From an optimization exercise on the open Yosys and OpenROAD flow, aimed at small area, a short achievable clock period and few clock cycles per item; shortcuts taken in it are not production practice. Where RTL was checked, it was by simulation tests only, not by an equivalence proof against the original.

== job 2107 ==
// rgb_to_hue_saturation_top
module rgb_to_hue_saturation_top (
    input  logic       i_clk,
    input  logic       i_rst_n,
    input  logic       i_valid,
    output logic       o_ready,
    input  logic [7:0] i_red,
    input  logic [7:0] i_green,
    input  logic [7:0] i_blue,
    output logic       o_valid,
    input  logic       i_ready,
    output logic [7:0] o_hue,
    output logic [7:0] o_saturation
);
export LEC_CHECK = 0
export ABC_CLOCK_PERIOD_IN_PS = 3000
export CAP_MARGIN = 20
export CORE_MARGIN = 2
export CORE_UTILIZATION = 40
export CTS_BUF_LIST = sky130_fd_sc_hd__clkbuf_4 sky130_fd_sc_hd__clkbuf_8
export CTS_CLUSTER_DIAMETER = 80
export CTS_CLUSTER_SIZE = 20
export SETUP_SLACK_MARGIN = 2.5
export SLEW_MARGIN = 20
create_clock -name core_clock -period 5.5 [get_ports {i_clk}]
run.sh (not shown) runs the stock make flow with config.mk's settings and CLKGATE_MAP_FILE= SYNTH_SCRIPT=/design/flow/synth_recipe.tcl, a recipe that flattens the netlist after the stock synthesis.
Testbench counts of job 2107, summed over its fixed seeds: cycles 16,080, items 16,000.
Modified inputs, job 980 compared to job 2107
- removing ABC_CLOCK_PERIOD_IN_PS (formerly 3000)
- changing CORE_UTILIZATION from 40 to 55
- changing SETUP_SLACK_MARGIN from 2.5 to 2.6
- setting PLACE_DENSITY to 0.8 for the first time
Going from job 2107 to job 980, number of cells on the worst reg-to-reg path +5; clock tree skew after final layout lower; post-cts sizing count has increased.
Of the two values seen for last element of the critical path, o_ready was produced by job 2107 and r2_rp[6] by job 980.
Job 980 has die outline height below what job 2107 had.

---

Setup of lane 1:
Starting RTL as in the previous note.
Settings: LEC_CHECK=0, CAP_MARGIN=20, CORE_MARGIN=2, CORE_UTILIZATION=40, CTS_BUF_LIST=sky130_fd_sc_hd__clkbuf_4 sky130_fd_sc_hd__clkbuf_8, CTS_CLUSTER_DIAMETER=80, CTS_CLUSTER_SIZE=20, SETUP_SLACK_MARGIN=3.1, SLEW_MARGIN=20; clock period 5.5 ns.
Lane 1: no failed stages, no open violations at the end
Testbench counts of lane 1, summed over its fixed seeds: cycles 16,080, items 16,000.
[inputs] lane 2 vs lane 1
Settings: putting ABC_CLOCK_PERIOD_IN_PS at 3600 where nothing was set; swapping 3.1 for 2.5 in SETUP_SLACK_MARGIN.
Notes after the runs:
- Lane 2 vs lane 1 — highest attainable clock frequency dropped 2.5%.
- In lane 2, final area is lower than in lane 1.
- Lane 2 — data arrival time of the worst path 1400 ps lower, lane 1 as reference
#### Input delta (lane 3 over lane 2)
Settings: SETUP_SLACK_MARGIN now 2.4, was 2.5; ABC_CLOCK_PERIOD_IN_PS no longer set, was 3600.
Results
Taking lane 2 as the reference, in lane 3 cell area after layout went down by 250 um2; via density per instance was more or less identical; wire length of the first global-routing pass went up by 0.79%; largest fanout of any net on the critical path went up by 14.

---

Setup of old:
Another version of the RTL of rgb_to_hue_saturation_top (not shown whole).
Size in the first run: about 430 flip-flops, ~46 I/O pins, about 23000 um^2 of cells after synthesis.
make LEC_CHECK=0 ABC_CLOCK_PERIOD_IN_PS=3000 CAP_MARGIN=20 CORE_MARGIN=2 CORE_UTILIZATION=40 CTS_BUF_LIST='sky130_fd_sc_hd__clkbuf_4 sky130_fd_sc_hd__clkbuf_8' SETUP_SLACK_MARGIN=2.5 SLEW_MARGIN=20 finish   # period 5.5 ns
diff inputs: old => new
Settings: CTS_CLUSTER_SIZE now 20, previously not set; ABC_CLOCK_PERIOD_IN_PS no longer set, was 3000; CTS_CLUSTER_DIAMETER now 80, previously not set; SETUP_SLACK_MARGIN now 2.6, was 2.5.
### Flow results
Taking old as the reference, in new register-to-register slack went down, clock buffer count went down.
new ends up with lower final area than old does.
From old to new the numbers moved as follows: met3 global-route usage now smaller; total routing resource utilization after global routing now smaller; number of buffers created by CTS now smaller.
No functional check of the RTL was part of any run of this note.

---

RTL: one of the versions met above, not the one the previous note started from.
Size in the first run: about 1900 cells after synthesis, roughly 410 flip-flops, about 46 I/O pins.
export LEC_CHECK = 0
export CAP_MARGIN = 20
export CORE_MARGIN = 2
export CORE_UTILIZATION = 40
export CTS_BUF_LIST = sky130_fd_sc_hd__clkbuf_4 sky130_fd_sc_hd__clkbuf_8
export CTS_CLUSTER_DIAMETER = 80
export CTS_CLUSTER_SIZE = 20
export SETUP_SLACK_MARGIN = 2.6
export SLEW_MARGIN = 20
export TNS_END_PERCENT = 20
create_clock -name core_clock -period 5.5 [get_ports {i_clk}]
The baseline completed with no timing, DRC or antenna violations.
Testbench counts at the start, summed over its fixed seeds: cycles 16,080, items 16,000.
Change:
- SETUP_SLACK_MARGIN: 2.6 -> 2.8
- TNS_END_PERCENT: 20 -> 5
What happened: Utilization goes up by 0.29 points; final cell count goes up by 0.36%; die area stays the same.
Change:
- ABC_CLOCK_PERIOD_IN_PS: unset -> 3000
- CTS_CLUSTER_DIAMETER: 80 -> unset
- CTS_CLUSTER_SIZE: 20 -> unset
- SETUP_SLACK_MARGIN: 2.8 -> 2.5
- TNS_END_PERCENT: 5 -> unset
The changed run ran to the end with no violations.
Design area rose by about 2.7%.
Flip-flop and latch count does not change.
Non-clock buffer count decreases by 14.
Critical path depth went up by 2.
Hold slack degrades by 0.022 ns.
Clock skew increases by 0.0092 ns.
Maximum frequency goes down by about 3%.
Change:
- ABC_CLOCK_PERIOD_IN_PS: 3000 -> unset
- CTS_CLUSTER_DIAMETER: unset -> 80
- CTS_CLUSTER_SIZE: unset -> 20
- SETUP_SLACK_MARGIN: 2.5 -> 2.55
What happened:
- register-to-register slack improves by 0.13 ns
- routed wire length drops by 3.2%
- maximum frequency climbs by 4.4%
- die area is unchanged
- setup slack gets better by 0.13 ns
- synthesized area is unchanged
- sequential share of layout area increases by 1.2 points

---

== v10 ==
Starting RTL as in the previous note.
Settings: LEC_CHECK=0, ABC_CLOCK_PERIOD_IN_PS=2400, CAP_MARGIN=20, CORE_MARGIN=2, CORE_UTILIZATION=40, CTS_BUF_LIST=sky130_fd_sc_hd__clkbuf_4 sky130_fd_sc_hd__clkbuf_8, CTS_CLUSTER_DIAMETER=80, CTS_CLUSTER_SIZE=20, SETUP_SLACK_MARGIN=2.5, SLEW_MARGIN=20; clock period 5.5 ns.
Testbench counts of v10, summed over its fixed seeds: cycles 16,080, items 16,000.
Edits applied to the flow inputs when going from v10 to v29:
diff --git a/flow/config.mk b/flow/config.mk
--- a/flow/config.mk
+++ b/flow/config.mk
@@ -6,5 +6,4 @@
 export NUM_CORES = 4
 export LEC_CHECK = 0
-export ABC_CLOCK_PERIOD_IN_PS = 2400
 export CAP_MARGIN = 20
 export CORE_MARGIN = 2
@@ -13,4 +12,4 @@
 export CTS_CLUSTER_DIAMETER = 80
 export CTS_CLUSTER_SIZE = 20
-export SETUP_SLACK_MARGIN = 2.5
+export SETUP_SLACK_MARGIN = 2.7
 export SLEW_MARGIN = 20
[summary]
v29 ended with less largest fanout on the critical path than v10.
Taking v10 as the reference, in v29 core utilization climbed 0.88 points; first-pass GRT wire length climbed about 3.4%; number of antenna violations at the first check in global routing climbed 2.
Run comparison: v10 launch point of the critical path i_ready; v29 launch point of the critical path r2_d[6]
v29 went all the way through the flow, and no timing, DRC or antenna check failed.
Row minimum setup slack in the final design: v29 higher / v10 lower
The following lists how v44 was set up differently from v29:
diff --git a/flow/config.mk b/flow/config.mk
--- a/flow/config.mk
+++ b/flow/config.mk
@@ -12,4 +12,4 @@
 export CTS_CLUSTER_DIAMETER = 80
 export CTS_CLUSTER_SIZE = 20
-export SETUP_SLACK_MARGIN = 2.7
+export SETUP_SLACK_MARGIN = 2.6
 export SLEW_MARGIN = 20
==> comparison <==
- The startpoint of the worst setup timing path comes out r2_d[6] in one run and r1_c_rg in the other, namely in v29 and v44 respectively.
- On final instance area, v29 loses to v44.
- v29 has a higher count of inserted antenna diode cells than v44.
- The higher share of the core filled with cells of v29 and v44 is in v29.
- Between v29 and v44, final clock period utilization by the worst path decreased.
- Routed wire length delta (v44 − v29): favourable
- Least setup slack across all paths after layout, v29 and v44, higher one = v44.

---

rgb_to_hue_saturation_top again, from the RTL that the note above started with.
// rgb_to_hue_saturation_top
module rgb_to_hue_saturation_top (
    input  logic       i_clk,
    input  logic       i_rst_n,
    input  logic       i_valid,
    output logic       o_ready,
    input  logic [7:0] i_red,
    input  logic [7:0] i_green,
    input  logic [7:0] i_blue,
    output logic       o_valid,
    input  logic       i_ready,
    output logic [7:0] o_hue,
    output logic [7:0] o_saturation
);
make LEC_CHECK=0 CAP_MARGIN=20 CORE_MARGIN=2 CORE_UTILIZATION=40 CTS_BUF_LIST='sky130_fd_sc_hd__clkbuf_4 sky130_fd_sc_hd__clkbuf_8' CTS_CLUSTER_DIAMETER=80 CTS_CLUSTER_SIZE=20 SETUP_SLACK_MARGIN=2.8 SLEW_MARGIN=20 finish   # period 5.5 ns
The first run completed without violations.
Testbench counts at the start, summed over its fixed seeds: cycles 16,080, items 16,000.
==> next run, changes <==
ABC_CLOCK_PERIOD_IN_PS = 3000   (was not set)
CTS_BUF_LIST = sky130_fd_sc_hd__clkbuf_8 sky130_fd_sc_hd__clkbuf_16   (was sky130_fd_sc_hd__clkbuf_4 sky130_fd_sc_hd__clkbuf_8)
CTS_CLUSTER_SIZE = 24   (was 20)
SETUP_SLACK_MARGIN = 2.5   (was 2.8)
Result: The new run passed the timing, DRC and antenna checks; die area is unchanged; wire length drops by about 5.4%; worst hold slack loses 0.0059 ns; final area decreases by about 2.6%; final cell count falls by about 2.2%.
==> next run, changes <==
ABC_CLOCK_PERIOD_IN_PS = 3300   (was 3000)
CTS_BUF_LIST = sky130_fd_sc_hd__clkbuf_4 sky130_fd_sc_hd__clkbuf_8   (was sky130_fd_sc_hd__clkbuf_8 sky130_fd_sc_hd__clkbuf_16)
CTS_CLUSTER_SIZE = 20   (was 24)
SETUP_SLACK_MARGIN = 2.2   (was 2.5)
What happened: The new run finished clean; non-clock buffer count went down by 20; synthesized area does not change; global-route usage went down by 0.26 points; hold slack improves by 0.0048 ns.

## separate check: timing with driven ports
How much do the figures lean on ideal ports? The routed layouts below were timed once more, with nothing changed but the port constraints. Step 1, drivers: a clkbuf_16 drives i_clk and a buf_2 each remaining input, both assumed. Step 2 moves the port delays by t, midway between the first and last clock arrival at a register: inputs arrive t later, outputs are due t later. That takes back most of the time a late clock gives input paths. a / b / c = no drivers / after step 1 / after step 2; a / b = the first two.
run	shift t [ns]	setup slack, ns	clock arrival spread, ns
job 2107	0.687	2.552 / 2.533 / 2.384	0.039 / 0.038
job 980	0.651	2.454 / 2.454 / 2.386	0.043 / 0.043
lane 1	0.670	2.627 / 2.627 / 2.507	0.040 / 0.040
lane 2	0.687	2.552 / 2.533 / 2.384	0.039 / 0.038
lane 3	0.703	2.488 / 2.470 / 2.367	0.027 / 0.026
old	0.671	2.512 / 2.512 / 2.228	0.036 / 0.036
new	0.706	2.465 / 2.465 / 2.309	0.074 / 0.074
the first run of note 4	0.685	2.545 / 2.529 / 2.386	0.044 / 0.044
the second run of note 4	0.686	2.556 / 2.556 / 2.389	0.043 / 0.043
the third run of note 4	0.674	2.468 / 2.468 / 2.385	0.037 / 0.037
the fourth run of note 4	0.680	2.596 / 2.583 / 2.259	0.020 / 0.021
v10	0.687	2.552 / 2.533 / 2.384	0.039 / 0.038
v29	0.692	2.589 / 2.589 / 2.389	0.028 / 0.028
v44	0.684	2.617 / 2.617 / 2.377	0.024 / 0.024
the first run of note 6	0.683	2.616 / 2.616 / 2.378	0.028 / 0.027
the second run of note 6	0.635	2.534 / 2.515 / 2.374	0.035 / 0.035
the third run of note 6	0.689	2.287 / 2.267 / 2.267	0.036 / 0.036
After both steps setup and hold are still met in every run listed. For the fourth run of note 4, which loses most, drivers alone change the setup slack by -0.013 ns; drivers and shift together by -0.337 ns.
